Context: an optimization exercise on an open-source flow, tuned for small area and a short achievable clock period. The choices shown serve that exercise and are no tape-out recipe.
Power is estimated from default activity; no workload was simulated.

==> flow/design.v (excerpt) <==
module branch_predictor #(
  parameter  int IDX_BITS = 5,
  localparam int TAG_BITS = 30 - IDX_BITS
) (
  input  logic        clk,
  input  logic        reset,
  input  logic [31:0] if_pc,
  output logic        pred_taken,
  output logic [31:0] pred_next_pc,
  input  logic        ex_valid,
  input  logic        ex_is_branch,
  input  logic        ex_is_jump,
  input  logic [31:0] ex_pc,
  input  logic [31:0] ex_target,
  input  logic        ex_taken
);
  localparam int ENTRIES = 1 << IDX_BITS;
  localparam int DW      = 1 + 32 + TAG_BITS;    
  logic [DW-1:0]       ent_q   [ENTRIES];
  logic [ENTRIES-1:0]  valid_q;
  logic [1:0]          ctr_q   [ENTRIES];
  logic [IDX_BITS-1:0] ghr_q;
  logic [IDX_BITS-1:0] if_idx, ex_idx, rd_p, wr_p;
  logic [TAG_BITS-1:0] if_tag, ex_tag;
  logic [ENTRIES-1:0]  if_sel, ex_sel, rd_sel, wr_sel;
  logic [DW-1:0]       if_ent;
  logic [TAG_BITS:0]   ex_vt;
  logic                if_v, if_dir;
  logic                if_hit, ex_hit, upd, taken, wr;
  logic [1:0]          ex_ctr, ctr_nxt;
  logic [DW-1:0]       wdata;
  logic                unused;
  assign if_idx = if_pc[IDX_BITS+1:2];
  assign if_tag = if_pc[31:IDX_BITS+2];
  assign ex_idx = ex_pc[IDX_BITS+1:2];
  assign ex_tag = ex_pc[31:IDX_BITS+2];
  assign unused = ^{if_pc[1:0], ex_pc[1:0]};
  assign rd_p   = if_idx ^ ghr_q;
  assign wr_p   = ex_idx ^ ghr_q;
  always_comb begin
    if_ent = '0;
    if_v   = 1'b0;
    if_dir = 1'b0;
    ex_vt  = '0;
    ex_ctr = '0;
    for (int k = 0; k < ENTRIES; k++) begin
      if_sel[k] = (if_idx == IDX_BITS'(k));
      ex_sel[k] = (ex_idx == IDX_BITS'(k));
      rd_sel[k] = (rd_p   == IDX_BITS'(k));
      wr_sel[k] = (wr_p   == IDX_BITS'(k));
      if_ent = if_ent | (ent_q[k] & {DW{if_sel[k]}});
      if_v   = if_v   | (valid_q[k] & if_sel[k]);
      if_dir = if_dir | (ctr_q[k][1] & rd_sel[k]);
      ex_vt  = ex_vt  | ({valid_q[k], ent_q[k][TAG_BITS-1:0]} & {(TAG_BITS+1){ex_sel[k]}});
      ex_ctr = ex_ctr | (ctr_q[k] & {2{wr_sel[k]}});
    end
  end
  assign if_hit       = if_v && (if_ent[TAG_BITS-1:0] == if_tag);
  assign pred_taken   = if_hit && (if_ent[DW-1] || if_dir);
  assign pred_next_pc = pred_taken ? if_ent[DW-2:TAG_BITS] : (if_pc + 32'd4);
  assign upd    = ex_valid && (ex_is_branch || ex_is_jump);
  assign taken  = ex_is_jump || ex_taken;
  assign ex_hit = ex_vt[TAG_BITS] && (ex_vt[TAG_BITS-1:0] == ex_tag);
  ...
Size in the first run: about 140 I/O pins, about 80000 sq um of cells after synthesis.
==> flow/config.mk <==
export PLATFORM = sky130hd
export DESIGN_NAME = branch_predictor
export DESIGN_NICKNAME = branch_predictor
export VERILOG_FILES = /design/flow/design.v
export SDC_FILE = /design/flow/constraint.sdc
export NUM_CORES = 4
export LEC_CHECK = 0
export CAP_MARGIN = 20
export CORE_MARGIN = 2
export CORE_UTILIZATION = 40
export SLEW_MARGIN = 20
==> flow/constraint.sdc <==
create_clock -name core_clock -period 7.5 [get_ports {clk}]
set_input_delay 1.5000 -clock core_clock [delete_from_list [all_inputs] [get_ports {clk}]]
set_output_delay 1.5000 -clock core_clock [all_outputs]
set_load 0.01 [all_outputs]
run.sh (not shown) runs the stock make flow with config.mk's settings and CLKGATE_MAP_FILE= SYNTH_SCRIPT=/design/flow/synth_recipe.tcl, a recipe that flattens the netlist after the stock synthesis.
The baseline finished with setup timing left.
Change:
Settings changed: CTS_BUF_LIST set to sky130_fd_sc_hd__clkbuf_4 sky130_fd_sc_hd__clkbuf_8, CTS_CLUSTER_SIZE set to 30.
Effect: The new run produced a layout that fails on setup timing. Cell area shrinks slightly. Routed wire length goes up slightly. Setup slack improves by 0.047 ns. Area after synthesis is unchanged. Clock skew went up by 0.035 ns. Cell count climbs by a few percent. Clock power is lower by a little under a tenth. Power shrinks by a few percent. Critical path depth does not change. Die area stays the same.
Function was not checked in any run of this note: the RTL went through the layout flow alone.

## separate check: timing with driven ports
The flow's constraints put no driver on any port. The routed layouts listed below were extracted and timed again, unchanged, in two steps. Step 1: set_driving_cell puts a clkbuf_16 on clk and a buf_2 on each other input, an assumption about the parent block. Step 2, shift: input delay + t, output delay - t, t = (earliest + latest rising clock arrival at the registers) / 2. This alone moves slack from input paths to output paths. Three values: ideal, step 1, step 2; two values: the first two.
run	t (ns)	setup WS [ns]	hold WS [ns]	clock arrival spread, ns
the first run	0.962	-0.138 / -0.162 / -0.162	0.485 / 0.485 / 0.485	0.083 / 0.082
the second run	1.179	-0.091 / -0.111 / -0.111	0.484 / 0.484 / 0.484	0.117 / 0.117
The setup slack of the first run, which loses most, moves by -0.024 ns with the drivers and by -0.024 ns with both steps.
